What follows belongs to an exercise in optimizing a design on an open flow for small area, a short achievable clock period and few clock cycles per item; a production flow would make more cautious choices.
Where RTL was checked, it was by simulation tests only, not by an equivalence proof against the original.
Power is estimated from default activity; no workload was simulated.

// multichannel_to_mono_pcm16_unit
module multichannel_to_mono_pcm16_unit (
    input  wire         i_clk,
    input  wire         i_rst_n,
    input  wire         i_cfg_we,
    input  wire [0:0]   i_cfg_index,
    input  wire [3:0]   i_cfg_data,
    input  wire         i_in_valid,
    output logic        o_in_ready,
    input  wire  [31:0] i_sample_bits,
    input  wire         i_silent,
    input  wire         i_packet_last,
    output logic        o_out_valid,
    input  wire         i_out_ready,
    output logic signed [15:0] o_mono_sample,
    output logic        o_packet_end
);
clock: 10.0 ns
lec_check: 0
cap_margin: 20
core_margin: 2
core_utilization: 60
cts_buf_list: sky130_fd_sc_hd__clkbuf_4 sky130_fd_sc_hd__clkbuf_8
slew_margin: 20
standard.sh (not shown) runs the stock make flow with config.mk's settings and CLKGATE_MAP_FILE= SYNTH_SCRIPT=/design/flow/synth_recipe.tcl, a recipe that flattens the netlist after the stock synthesis.
==> flow/flow/run.sh <==
#!/bin/bash
# The standard layout, with the port buffers made of buf_2 cells instead of the default
# delay buffer (every input and output port still gets its own buffer), and the timing
# repair aiming for 6 ns of setup slack at the design's clock period.
set -euo pipefail
bash standard.sh finish "BUFFER_PORTS_ARGS=-buffer_cell sky130_fd_sc_hd__buf_2" SETUP_SLACK_MARGIN=6 > standard_flow.log 2>&1
The starting point finished clean.
Testbench counts at the start, summed over its fixed seeds: cycles 14,010, frames 3,072.
Next try:
--- a/flow/design.v
+++ b/flow/design.v
@@ -243,21 +243,21 @@
                   p_sat  ? {3'd0, 14'h3FFF, !p_bs} :
                   (!p_d1 && (p_k == 2'd1)) ? {1'b0, xm[17:1]} : xm;
     logic        o_valid;
     logic        o_busy;
     logic [14:0] o_sh;
     logic        o_sign;
     logic        o_pend;
     logic [2:0]  o_rem;
     logic [2:0]  o_dsel;         
     logic [2:0]  o_cnt;
-    logic [1:0]  o_k;
+    logic [3:0]  o_k;            
     logic [17:0] o_m;
     logic [14:0] o_q;
     logic        out_take;
     assign out_take = !o_busy && (!o_valid || i_out_ready);
     assign p_move   = p_valid && out_take;
     function automatic logic [3:0] dstep(input logic [2:0] ds, input logic [2:0] r,
                                          input logic b);
         logic       q3, q5, q7;
         logic [2:0] r3, r5, r7;
         q3    = r[1] | (r[0] & b);
@@ -280,21 +280,21 @@
     assign ds2 = dstep(o_dsel, ds1[2:0], o_sh[12]);
     always_ff @(posedge i_clk) begin
         if (!i_rst_n) begin
             o_valid <= 1'b0;
             o_busy  <= 1'b0;
         end else if (p_move) begin
             o_pend <= p_pend;
             o_sign <= !p_zero && p_bs;
             o_rem  <= p_m[17:15];
             o_sh   <= p_m[14:0];
-            o_k    <= (p_zero || p_sat || !p_d1) ? 2'd0 : p_k;
+            o_k    <= (p_zero || p_sat || !p_d1) ? 4'b0001 : (4'b0001 << p_k);
             o_dsel <= p_dsel;
             o_cnt  <= 3'd4;
             if (fast) begin
                 o_valid <= 1'b1;
                 o_busy  <= 1'b0;
             end else begin
                 o_valid <= 1'b0;
                 o_busy  <= 1'b1;
             end
         end else if (o_busy) begin
@@ -303,28 +303,22 @@
             o_cnt <= o_cnt - 3'd1;
             if (o_cnt == 3'd0) begin
                 o_busy  <= 1'b0;
                 o_valid <= 1'b1;
             end
         end else if (i_out_ready) begin
             o_valid <= 1'b0;
         end
     end
     assign o_m = {o_rem, o_sh};
-    always_comb begin
-        case (o_k)
-            2'd1:    o_q = o_m[15:1];
-            2'd2:    o_q = o_m[16:2];
-            2'd3:    o_q = o_m[17:3];
-            default: o_q = o_m[14:0];
-        endcase
-    end
+    assign o_q = ({15{o_k[0]}} & o_m[14:0]) | ({15{o_k[1]}} & o_m[15:1]) |
+                 ({15{o_k[2]}} & o_m[16:2]) | ({15{o_k[3]}} & o_m[17:3]);
     assign o_out_valid   = o_valid;
     assign o_mono_sample = {o_sign, o_q ^ {15{o_sign}}};
     assign o_packet_end  = o_pend;
     logic [1:0] count_n;
     logic       int_n;
     logic       bad_n;
     always_comb begin
         int_n = r_int;
         bad_n = r_bad;
         nm1_n = r_nm1;
After rerunning: The new run completed with no timing, DRC or antenna violations. Final area is about the same. Power drops by 2.1%. Wire length rose by 1.5%. Worst setup slack degrades by 230 ps. Combinational power drops by about 2%. Synthesized area drops by 0.80%. Final cell count is higher by 2.7%. Global-route usage rose by 1.1 points. Hold slack gets worse by 11 ps. Non-clock buffer count increases by 12. Fmax falls by 5.5%. First-iteration DRC count drops by 19%. Die area goes down by 0.78%.
For the second run of this note, only the layout was checked, not whether the RTL still works.

* * *

Another version of the RTL of multichannel_to_mono_pcm16_unit (not shown whole).
For scale: roughly 1300 cells after synthesis, about 63 I/O pins, roughly 0.012 mm2 of cells after synthesis.
// multichannel_to_mono_pcm16_unit
module multichannel_to_mono_pcm16_unit (
    input  wire         i_clk,
    input  wire         i_rst_n,
    input  wire         i_cfg_we,
    input  wire [0:0]   i_cfg_index,
    input  wire [3:0]   i_cfg_data,
    input  wire         i_in_valid,
    output logic        o_in_ready,
    input  wire  [31:0] i_sample_bits,
    input  wire         i_silent,
    input  wire         i_packet_last,
    output logic        o_out_valid,
    input  wire         i_out_ready,
    output logic signed [15:0] o_mono_sample,
    output logic        o_packet_end
);
export LEC_CHECK = 0
export CAP_MARGIN = 20
export CORE_MARGIN = 2
export CORE_UTILIZATION = 60
export CTS_BUF_LIST = sky130_fd_sc_hd__clkbuf_4 sky130_fd_sc_hd__clkbuf_8
export SLEW_MARGIN = 20
create_clock -name core_clock -period 10.0 [get_ports {i_clk}]
==> flow/flow/run.sh <==
#!/bin/bash
# The standard layout, with the port buffers made of buf_2 cells instead of the default
# delay buffer: every input and output port still gets its own buffer.
set -euo pipefail
bash standard.sh finish "BUFFER_PORTS_ARGS=-buffer_cell sky130_fd_sc_hd__buf_2" > standard_flow.log 2>&1
The starting point completed with no timing, DRC or antenna violations.
Then changed:
--- a/flow/design.v
+++ b/flow/design.v
@@ -154,14 +154,12 @@
     logic [35:0] sum;
     logic [35:0] addend;
     logic [35:0] acc_in;
     logic        s_neg;
     logic        s_cyl;
     logic        s_cye;
-    logic [10:0] s_hx;
-    logic        s_sat;
     logic [3:0]  v_n;
     assign v_n    = {1'b0, r_nm1} + 4'd1;
     assign addend = {{4{v_ext}}, v_op};
     assign acc_in = r_acc;
     mcmono_add #(.W(36)) u_acc_add (
         .i_a  (acc_in),
@@ -169,14 +167,12 @@
         .i_ci (v_inv),
         .o_s  (sum),
         .o_co ()
     );
     assign s_neg  = sum[35];
     assign s_cyl  = (sum[14:12] == 3'd0) && (sum[11:8] < v_n);
-    assign s_hx   = sum[34:24] ^ {11{s_neg}};
-    assign s_sat  = (s_hx[10:3] != 8'd0) || (s_hx[2:0] > r_nm1);
     assign s_cye  = (sum[14:12] == 3'd0) && (sum[11:8] == v_n) && (sum[7:0] == 8'd0);
     always_ff @(posedge i_clk) begin
         if (!i_rst_n) begin
             r_acc <= {24'd0, 4'd2, 8'd0};
         end else if (i_cfg_we || v_last) begin
             r_acc <= {24'd0, {1'b0, nm1_n} + 4'd1, 8'd0};
@@ -184,45 +180,67 @@
             r_acc <= sum;
         end
     end
     logic        p_valid;
     logic [27:0] p_b;            
     logic        p_bs;           
+    logic [6:0]  p_hi;           
     logic        p_cy;
+    logic [10:0] p_hx;
     logic        p_sat;
     logic        p_zero;
     logic        p_pend;
     logic [2:0]  p_nm1;
     logic        p_move;
     always_ff @(posedge i_clk) begin
         if (v_last) begin
             p_b    <= sum[27:0];
             p_bs   <= s_neg;
             p_cy   <= s_cyl || (s_cye && !s_neg);
-            p_sat  <= s_sat;
+            p_hi   <= sum[34:28];
             p_zero <= v_zero;
             p_pend <= v_pend;
             p_nm1  <= r_nm1;
         end
     end
-    logic [28:0] ys;
+    assign p_hx  = {p_hi, p_b[27:24]} ^ {11{p_bs}};
+    assign p_sat = (p_hx[10:3] != 8'd0) || (p_hx[2:0] > p_nm1);
     logic [18:0] x;
     logic [17:0] xm;
     logic [17:0] p_m;
     logic [1:0]  p_k;
     logic        p_d1;
     logic [2:0]  p_dsel;         
     logic        fast;
-    mcmono_add #(.W(29)) u_y_add (
-        .i_a  ({p_b[27], p_b}),
-        .i_b  ({{16{~p_b[27]}}, ~p_b[27:15]}),
+    logic [12:0] y_lo;
+    logic        c13;
+    logic [14:0] y_inc;
+    logic [14:0] y_dec;
+    logic [14:0] y_hi;
+    mcmono_add #(.W(13)) u_y_add (
+        .i_a  (p_b[12:0]),
+        .i_b  (~p_b[27:15]),
         .i_ci (p_cy),
-        .o_s  (ys),
-        .o_co ()
+        .o_s  (y_lo),
+        .o_co (c13)
     );
-    assign x  = ys[27:9];
+    always_comb begin
+        logic all1;
+        logic all0;
+        all1 = 1'b1;
+        all0 = 1'b1;
+        for (int i = 0; i < 15; i++) begin
+            y_inc[i] = p_b[13+i] ^ all1;
+            y_dec[i] = p_b[13+i] ^ all0;
+            all1     = all1 & p_b[13+i];
+            all0     = all0 & ~p_b[13+i];
+        end
+    end
+    assign y_hi = (p_b[27] && c13)   ? y_inc :
+                  (!p_b[27] && !c13) ? y_dec : p_b[27:13];
+    assign x    = {y_hi, y_lo[12:9]};
     always_comb begin
         case (p_nm1)
             3'd1, 3'd5: p_k = 2'd1;
             3'd3:       p_k = 2'd2;
             3'd7:       p_k = 2'd3;
             default:    p_k = 2'd0;
@@ -237,15 +255,14 @@
             default: p_dsel = 3'b001;
         endcase
     end
     assign xm   = x[17:0] ^ {18{p_bs}};
     assign fast = p_zero || p_sat || p_d1;
     assign p_m  = p_zero ? 18'd0 :
-                  p_sat  ? {3'd0, !p_bs, 13'd0, 1'b1} | {4'd0, {13{!p_bs}}, 1'b0} :
-                  p_d1   ? x[17:0] :
-                  (p_k == 2'd1) ? {1'b0, xm[17:1]} : xm;
+                  p_sat  ? {3'd0, 14'h3FFF, !p_bs} :
+                  (!p_d1 && (p_k == 2'd1)) ? {1'b0, xm[17:1]} : xm;
     logic        o_valid;
     logic        o_busy;
     logic [14:0] o_sh;
     logic        o_sign;
     logic        o_pend;
     logic [2:0]  o_rem;
@@ -296,13 +313,13 @@
                 o_busy  <= 1'b0;
             end else begin
                 o_valid <= 1'b0;
                 o_busy  <= 1'b1;
             end
         end else if (o_busy) begin
-            o_sh  <= {o_sh[11:0], {ds0[3], ds1[3], ds2[3]} ^ {3{o_sign}}};
+            o_sh  <= {o_sh[11:0], ds0[3], ds1[3], ds2[3]};
             o_rem <= ds2[2:0];
             o_cnt <= o_cnt - 3'd1;
             if (o_cnt == 3'd0) begin
                 o_busy  <= 1'b0;
                 o_valid <= 1'b1;
             end
@@ -317,13 +334,13 @@
             2'd2:    o_q = o_m[16:2];
             2'd3:    o_q = o_m[17:3];
             default: o_q = o_m[14:0];
         endcase
     end
     assign o_out_valid   = o_valid;
-    assign o_mono_sample = {o_sign, o_q};
+    assign o_mono_sample = {o_sign, o_q ^ {15{o_sign}}};
     assign o_packet_end  = o_pend;
     logic [1:0] count_n;
     logic       int_n;
     logic       bad_n;
     always_comb begin
         int_n = r_int;
=> The new run produced a clean layout. Worst setup slack improved by 0.38 ns. Wire length grows by 2.6%. Worst hold slack got worse by 0.0049 ns. Via count grows by about 2%. First-iteration DRC count grows by about 66%. Cell area grows by about 2.3%. Non-clock buffer count grows by 1. Synthesized cell count grows by 2.0%. Global-route usage shrinks by 0.56 points. Die area grows by 1.9%. Register-to-register slack improved by 0.38 ns. Clock-buffer cell count shrinks by 3.
Function was not checked in any run of this note: the RTL went through the layout flow alone.

* * *

multichannel_to_mono_pcm16_unit, a different RTL version from the one above (not shown whole).
Size in the first run: about 160 flip-flops, about 63 I/O pins, ~12000 um2 of cells after synthesis.
Settings: LEC_CHECK=0, CAP_MARGIN=20, CORE_MARGIN=2, CORE_UTILIZATION=60, CTS_BUF_LIST=sky130_fd_sc_hd__clkbuf_4 sky130_fd_sc_hd__clkbuf_8, SLEW_MARGIN=20; clock period 10.0 ns.
==> flow/flow/run.sh <==
#!/bin/bash
# The standard layout, with the port buffers made of buf_2 cells instead of the default
# delay buffer (every input and output port still gets its own buffer), and the timing
# repair aiming for 6 ns of setup slack at the design's clock period.
set -euo pipefail
bash standard.sh finish "BUFFER_PORTS_ARGS=-buffer_cell sky130_fd_sc_hd__buf_2" SETUP_SLACK_MARGIN=6 > standard_flow.log 2>&1
The first run went through all stages and came out clean.
Change:
--- a/flow/design.v
+++ b/flow/design.v
@@ -198,24 +198,25 @@
             p_cy   <= s_cyl || (s_cye && !s_neg);
             p_hi   <= sum[34:28];
             p_zero <= v_zero;
             p_pend <= v_pend;
             p_nm1  <= r_nm1;
         end
     end
     assign p_hx  = {p_hi, p_b[27:24]} ^ {11{p_bs}};
     assign p_sat = (p_hx[10:3] != 8'd0) || (p_hx[2:0] > p_nm1);
     logic [28:0] ys;
     logic [18:0] x;
     logic [17:0] xm;
+    logic [14:0] xk;
     logic [17:0] p_m;
     logic [1:0]  p_k;
     logic        p_d1;
     logic [2:0]  p_dsel;         
     logic        fast;
     mcmono_add #(.W(29)) u_y_add (
         .i_a  ({p_b[27], p_b}),
         .i_b  ({{16{~p_b[27]}}, ~p_b[27:15]}),
         .i_ci (p_cy),
         .o_s  (ys),
         .o_co ()
     );
@@ -229,40 +230,45 @@
         endcase
         case (p_nm1)
             3'd0, 3'd1, 3'd3, 3'd7: p_d1 = 1'b1;
             default:                p_d1 = 1'b0;
         endcase
         case (p_nm1)
             3'd4:    p_dsel = 3'b010;
             3'd6:    p_dsel = 3'b100;
             default: p_dsel = 3'b001;
         endcase
     end
     assign xm   = x[17:0] ^ {18{p_bs}};
+    always_comb begin
+        case (p_k)
+            2'd1:    xk = x[15:1];
+            2'd2:    xk = x[16:2];
+            2'd3:    xk = x[17:3];
+            default: xk = x[14:0];
+        endcase
+    end
     assign fast = p_zero || p_sat || p_d1;
     assign p_m  = p_zero ? 18'd0 :
                   p_sat  ? {3'd0, !p_bs, 13'd0, 1'b1} | {4'd0, {13{!p_bs}}, 1'b0} :
-                  p_d1   ? x[17:0] :
+                  p_d1   ? {3'd0, xk} :
                   (p_k == 2'd1) ? {1'b0, xm[17:1]} : xm;
     logic        o_valid;
     logic        o_busy;
     logic [14:0] o_sh;
     logic        o_sign;
     logic        o_pend;
     logic [2:0]  o_rem;
     logic [2:0]  o_dsel;         
     logic [2:0]  o_cnt;
-    logic [1:0]  o_k;
-    logic [17:0] o_m;
-    logic [14:0] o_q;
     logic        out_take;
     assign out_take = !o_busy && (!o_valid || i_out_ready);
     assign p_move   = p_valid && out_take;
     function automatic logic [3:0] dstep(input logic [2:0] ds, input logic [2:0] r,
                                          input logic b);
         logic       q3, q5, q7;
         logic [2:0] r3, r5, r7;
         q3    = r[1] | (r[0] & b);
         r3[2] = 1'b0;
         r3[1] = (r[0] & ~b) | (r[1] & b);
         r3[0] = (~r[1] & ~r[0] & b) | (r[1] & ~b);
         q5    = r[2] | (r[1] & r[0]) | (r[1] & b);
@@ -279,57 +285,47 @@
     assign ds0 = dstep(o_dsel, o_rem, o_sh[14]);
     assign ds1 = dstep(o_dsel, ds0[2:0], o_sh[13]);
     assign ds2 = dstep(o_dsel, ds1[2:0], o_sh[12]);
     always_ff @(posedge i_clk) begin
         if (!i_rst_n) begin
             o_valid <= 1'b0;
             o_busy  <= 1'b0;
         end else if (p_move) begin
             o_pend <= p_pend;
             o_sign <= !p_zero && p_bs;
             o_rem  <= p_m[17:15];
             o_sh   <= p_m[14:0];
-            o_k    <= (p_zero || p_sat || !p_d1) ? 2'd0 : p_k;
             o_dsel <= p_dsel;
             o_cnt  <= 3'd4;
             if (fast) begin
                 o_valid <= 1'b1;
                 o_busy  <= 1'b0;
             end else begin
                 o_valid <= 1'b0;
                 o_busy  <= 1'b1;
             end
         end else if (o_busy) begin
             o_sh  <= {o_sh[11:0], {ds0[3], ds1[3], ds2[3]} ^ {3{o_sign}}};
             o_rem <= ds2[2:0];
             o_cnt <= o_cnt - 3'd1;
             if (o_cnt == 3'd0) begin
                 o_busy  <= 1'b0;
                 o_valid <= 1'b1;
             end
         end else if (i_out_ready) begin
             o_valid <= 1'b0;
         end
     end
-    assign o_m = {o_rem, o_sh};
-    always_comb begin
-        case (o_k)
-            2'd1:    o_q = o_m[15:1];
-            2'd2:    o_q = o_m[16:2];
-            2'd3:    o_q = o_m[17:3];
-            default: o_q = o_m[14:0];
-        endcase
-    end
     assign o_out_valid   = o_valid;
-    assign o_mono_sample = {o_sign, o_q};
+    assign o_mono_sample = {o_sign, o_sh};
     assign o_packet_end  = o_pend;
     logic [1:0] count_n;
     logic       int_n;
     logic       bad_n;
     always_comb begin
         int_n = r_int;
         bad_n = r_bad;
         nm1_n = r_nm1;
         pos_n = r_pos;
         if (i_cfg_we) begin
             if (i_cfg_index == 1'b0) begin
                 int_n = (i_cfg_data[1:0] == 2'd0);
Hold slack loses 0.015 ns. Synthesized area falls by a few percent. Power climbs by a few percent. Non-clock buffer count rose by 7. Utilization rose by 0.10 points. Combinational power barely changes. Design area falls slightly. Routed wire length goes down by a few percent. Die area drops by a few percent. Critical path depth came out higher by 1.
Testbench counts after the change, summed over its fixed seeds: cycles 14,010, frames 3,072.
For the first run of this note, only the layout was checked, not whether the RTL still works.

## static timing again, ports no longer ideal
No port has a modelled driver above. Below, the same layouts with a new extraction and two added sets of constraints. Step 1, drivers: a clkbuf_16 drives i_clk and a buf_2 each remaining input, both assumed. Step 2 adds t to the input delays and takes it off the output delays; t is the mean of the earliest and latest rising clock arrival at the registers after step 1. Input paths then give back, and output paths get back, about the clock's delay inside the block. Slacks: ideal ports / drivers / drivers and shift; pairs: ideal ports / drivers.
run	t (ns)	setup slack, ns	hold WS [ns]	worst data-port slew with drivers (ns)
the first run of note 1	0.492	6.104 / 6.060 / 5.735	0.412 / 0.412 / 0.412	0.04
the second run of note 1	0.500	5.877 / 5.877 / 5.675	0.401 / 0.401 / 0.401	0.03
the first run of note 2	0.488	5.134 / 5.134 / 5.134	0.421 / 0.421 / 0.421	0.03
the second run of note 2	0.503	5.512 / 5.512 / 5.448	0.416 / 0.416 / 0.416	0.03
the first run of note 3	0.495	6.076 / 6.076 / 5.757	0.430 / 0.430 / 0.430	0.03
the second run of note 3	0.502	5.991 / 5.991 / 5.685	0.415 / 0.415 / 0.415	0.03
After both steps every run listed still meets setup and hold. The setup slack of the first run of note 1, which loses most, moves by -0.044 ns with the drivers and by -0.369 ns with both steps.
